Source: an optimization exercise on an open RTL-to-GDS flow (aim: small area, a short achievable clock period and few clock cycles per item). Production flows keep margins and buffers that such runs may drop. Where RTL was checked, it was by simulation tests only, not by an equivalence proof against the original. Power is estimated from default activity; no workload was simulated.

==> flow/design.v <==
`timescale 1ns/1ps
module cnnTop (
    input  logic                            i_clk,
    input  logic                            i_rstN,
    input  logic                            i_wrEn,
    input  logic [6-1:0]          i_wrAddr,
    input  logic [8-1:0]           i_wrData,
    input  logic                            i_start,
    output logic                            o_busy,
    output logic                            o_done,
    output logic signed [24-1:0] o_result,
    output logic                            o_led
);
    function automatic logic [17:0] csaSum(input logic [17:0] a, b, c);
        csaSum = a ^ b ^ c;
    endfunction
    function automatic logic [17:0] csaCry(input logic [17:0] a, b, c);
        csaCry = ((a & b) | (a & c) | (b & c)) << 1;
    endfunction
    logic [3:0] rstPipe;
    always_ff @(posedge i_clk) begin
        rstPipe <= {rstPipe[2:0], !i_rstN};
    end
    logic                   wrQ;
    logic [6-1:0] addrQ;
    logic [8-1:0]  dataQ;
    always_ff @(posedge i_clk) begin
        if (!i_rstN) wrQ <= 1'b0;
        else         wrQ <= i_wrEn;
        addrQ <= i_wrAddr;
        dataQ <= i_wrData;
    end
    logic [8-1:0] mem [64];
    logic [8-1:0] memData;
    assign memData = dataQ & {8{!rstPipe[0]}};
    always_ff @(posedge i_clk) begin
        for (int p = 0; p < 64; p++) begin
            if (rstPipe[0] || (wrQ && addrQ == 6'(p))) mem[p] <= memData;
        end
    end
    logic                  wr1;
    logic [8-1:0] oldPix;
    logic [8-1:0] newPix;
    logic                  r0a, r7a, c0a, c7a;
    always_ff @(posedge i_clk) begin
        wr1    <= wrQ;
        oldPix <= mem[addrQ];
        newPix <= dataQ;
        r0a    <= addrQ[5:3] == 3'd0;
        r7a    <= addrQ[5:3] == 3'd7;
        c0a    <= addrQ[2:0] == 3'd0;
        c7a    <= addrQ[2:0] == 3'd7;
    end
    logic signed [8:0] diff;
    logic              r0, r7, c0, c7;
    logic              xs3, xs2, xs1, xn, ys2, ys1, ys0, yn, zs, cOne, cTwo;
    always_ff @(posedge i_clk) begin
        diff <= wr1 ? $signed({1'b0, newPix}) - $signed({1'b0, oldPix}) : 9'sd0;
        r0   <= r0a;
        r7   <= r7a;
        c0   <= c0a;
        c7   <= c7a;
        {xs3, xs2, xs1, xn, ys2, ys1, ys0, yn, zs, cOne, cTwo} <= '0;
        case ({r0a, r7a, c0a, c7a})
            4'b0000: {xs3, ys0, yn, cOne}       <= '1;
            4'b0010: {xs1, xn, cOne}            <= '1;
            4'b0001: {xs3, ys1}                 <= '1;
            4'b1000: {xs3, ys2, zs}             <= '1;
            4'b0100: {xs2, xn, ys0, yn, cOne, cTwo} <= '1;
            4'b1010: {xs2}                      <= '1;
            4'b1001: {xs3, ys2}                 <= '1;
            4'b0110: {xs3, xn, cOne}            <= '1;
            default: ;
        endcase
    end
    logic rb, cb;
    assign rb = r0 | r7;
    assign cb = c0 | c7;
    logic [5:0] dl;
    logic [5:0] x0, y0, x1, y1, x2, y2;
    logic [5:0] l0Sum, l0Cry, l1Sum, l1Cry, l2Sum, l2Cry;
    logic [5:0] l0, l1, l2;    
    logic [4:0] l3h;           
    logic [5:0] l0Fb, l1Fb, l2Fb;
    logic [4:0] l3Fb;
    assign dl = diff[5:0];
    assign x0 = (rb | cb) ? dl << 2 : dl << 3;
    assign y0 = (rb ^ cb) ? dl << 1 : (rb | cb) ? 6'd0 : dl;
    assign x1 = (cb ? dl << 1 : 6'd0) ^ {6{c0}};
    assign y1 = (cb && !rb ? dl : 6'd0) ^ {6{c0}};
    assign x2 = (rb ? dl << 1 : 6'd0) ^ {6{r0}};
    assign y2 = (rb && !cb ? dl : 6'd0) ^ {6{r0}};
    assign l0Fb = l0 & {6{!rstPipe[2]}};
    assign l1Fb = l1 & {6{!rstPipe[2]}};
    assign l2Fb = l2 & {6{!rstPipe[2]}};
    assign l3Fb = l3h & {5{!rstPipe[2]}};
    assign l0Sum = 6'(csaSum(18'(l0Fb), 18'(x0), 18'(y0)));
    assign l0Cry = 6'(csaCry(18'(l0Fb), 18'(x0), 18'(y0)));
    assign l1Sum = 6'(csaSum(18'(l1Fb), 18'(x1), 18'(y1)));
    assign l1Cry = 6'(csaCry(18'(l1Fb), 18'(x1), 18'(y1))) | 6'(c0);
    assign l2Sum = 6'(csaSum(18'(l2Fb), 18'(x2), 18'(y2)));
    assign l2Cry = 6'(csaCry(18'(l2Fb), 18'(x2), 18'(y2))) | 6'(r0);
    logic [12:0] d13, xq, yq, zq, tqSum, tqCry;
    logic [12:0] tq;
    assign d13 = 13'(diff);
    assign xq  = (((d13 << 3) & {13{xs3}}) | ((d13 << 2) & {13{xs2}}) | ((d13 << 1) & {13{xs1}})) ^ {13{xn}};
    assign yq  = (((d13 << 2) & {13{ys2}}) | ((d13 << 1) & {13{ys1}}) | (d13 & {13{ys0}})) ^ {13{yn}};
    assign zq  = d13 & {13{zs}};
    assign tqSum = 13'(csaSum(18'(xq), 18'(yq), 18'(zq)));
    assign tqCry = 13'(csaCry(18'(xq), 18'(yq), 18'(zq))) | 13'(cTwo);
    always_ff @(posedge i_clk) begin
        l0  <= l0Sum + l0Cry;
        l1  <= 6'(({l1Sum, 1'b1} + {l1Cry, c0}) >> 1);
        l2  <= 6'(({l2Sum, 1'b1} + {l2Cry, r0}) >> 1);
        l3h <= l3Fb + dl[4:0];
        tq  <= 13'(({tqSum, 1'b1} + {tqCry, cOne}) >> 1);
    end
    logic [17:0] q;
    logic [7:0]  cU;    
    logic [7:0]  cV;    
    always_ff @(posedge i_clk) begin
        q  <= (q & {18{!rstPipe[3]}}) + {{5{tq[12]}}, tq};
        cU <= 8'(l0) + {1'b0, l1, 1'b0};
        cV <= 8'(l2) + {1'b0, l2, 1'b0} + {2'b0, l3h, 1'b0};
    end
    logic [17:0] rSum, rCry, resFull;
    assign rSum    = csaSum(q, {10'h3ff, ~cU}, {10'd0, cV});
    assign rCry    = csaCry(q, {10'h3ff, ~cU}, {10'd0, cV});
    assign resFull = 18'(({rSum, 1'b1} + {rCry, 1'b1}) >> 1);
    logic       busy;
    logic [4:0] runPipe;
    logic       accept;
    assign accept = i_start && !busy;
    always_ff @(posedge i_clk) begin
        if (!i_rstN) begin
            busy     <= 1'b0;
            runPipe  <= '0;
            o_done   <= 1'b0;
            o_result <= '0;
        end else begin
            runPipe <= {runPipe[3:0], accept};
            o_done  <= runPipe[4];
            if (accept)      busy <= 1'b1;
            else if (o_done) busy <= 1'b0;
            if (runPipe[4]) o_result <= 24'($signed(resFull[17:6]));
        end
    end
    assign o_busy = busy;
    assign o_led  = o_result[24-1];
endmodule
export LEC_CHECK = 0
export CAP_MARGIN = 20
export CORE_MARGIN = 2
export CORE_UTILIZATION = 40
export CTS_BUF_LIST = sky130_fd_sc_hd__clkbuf_8
export CTS_CLUSTER_DIAMETER = 50
export CTS_CLUSTER_SIZE = 16
export SETUP_SLACK_MARGIN = 5
export SLEW_MARGIN = 20
create_clock -name core_clock -period 8.0 [get_ports {i_clk}]
run.sh (not shown) runs the stock make flow with config.mk's settings and CLKGATE_MAP_FILE= SYNTH_SCRIPT=/design/flow/synth_recipe.tcl, a recipe that flattens the netlist after the stock synthesis.
Testbench counts at the start, summed over its fixed seeds: cycles 8,832, images 128.
Then changed:
--- a/flow/design.v
+++ b/flow/design.v
@@ -23,18 +23,30 @@
     end
     logic                   wrQ;
-    logic [6-1:0] addrQ;
+    logic [7:0]             rowQ, colQ;
     logic [8-1:0]  dataQ;
     always_ff @(posedge i_clk) begin
         if (!i_rstN) wrQ <= 1'b0;
         else         wrQ <= i_wrEn;
-        addrQ <= i_wrAddr;
+        for (int i = 0; i < 8; i++) begin
+            rowQ[i] <= !i_rstN || (i_wrEn && i_wrAddr[5:3] == 3'(i));
+            colQ[i] <= !i_rstN || i_wrAddr[2:0] == 3'(i);
+        end
         dataQ <= i_wrData;
     end
-    logic [8-1:0] mem [64];
-    logic [8-1:0] memData;
+    logic [8-1:0]      mem [64];
+    logic [8-1:0]      memData;
+    logic [64-1:0] wordSel;
+    logic [8-1:0]      oldRead;
     assign memData = dataQ & {8{!rstPipe[0]}};
+    always_comb begin
+        oldRead = '0;
+        for (int p = 0; p < 64; p++) begin
+            wordSel[p] = rowQ[p / 8] && colQ[p % 8];
+            oldRead    = oldRead | (mem[p] & {8{wordSel[p]}});
+        end
+    end
     always_ff @(posedge i_clk) begin
         for (int p = 0; p < 64; p++) begin
-            if (rstPipe[0] || (wrQ && addrQ == 6'(p))) mem[p] <= memData;
+            if (wordSel[p]) mem[p] <= memData;
         end
     end
@@ -45,10 +57,10 @@
     always_ff @(posedge i_clk) begin
         wr1    <= wrQ;
-        oldPix <= mem[addrQ];
+        oldPix <= oldRead;
         newPix <= dataQ;
-        r0a    <= addrQ[5:3] == 3'd0;
-        r7a    <= addrQ[5:3] == 3'd7;
-        c0a    <= addrQ[2:0] == 3'd0;
-        c7a    <= addrQ[2:0] == 3'd7;
+        r0a    <= rowQ[0];
+        r7a    <= rowQ[7];
+        c0a    <= colQ[0];
+        c7a    <= colQ[7];
     end
     logic signed [8:0] diff;
- The changed run went through all stages and came out clean
- power came out lower by a few percent
- sequential share of layout area came out higher by 0.32 points
- synthesized area came out higher slightly
- design area came out higher slightly
- critical path depth came out higher by 7
- hold slack is about the same
- global-route usage came out lower by 3.7 points
The RTL of the second run of this note was laid out without a check of its function.

-- static timing again, ports no longer ideal --
Ports are ideal in the flow. The routed layouts listed here were re-timed in OpenROAD.
Step 1: set_driving_cell puts a clkbuf_16 on i_clk and a buf_2 on each other input, an assumption about the parent block.
Step 2 times the ports against the registers' clock, not the clock port: input delays grow and output delays shrink by t, the midpoint of the rising clock arrivals with the driver on.
a / b / c = no drivers / after step 1 / after step 2; a / b = the first two.
| run | shift t [ns] | slack for setup (ns) | hold slack, ns |
|---|---|---|---|
| the first run | 0.758 | 5.029 / 5.018 / 5.029 | 0.329 / 0.329 / 0.329 |
| the second run | 0.737 | 5.049 / 5.013 / 4.477 | 0.328 / 0.328 / 0.328 |
After both steps setup and hold are still met in every run listed. The setup slack of the second run, which loses most, moves by -0.036 ns with the drivers and by -0.572 ns with both steps.
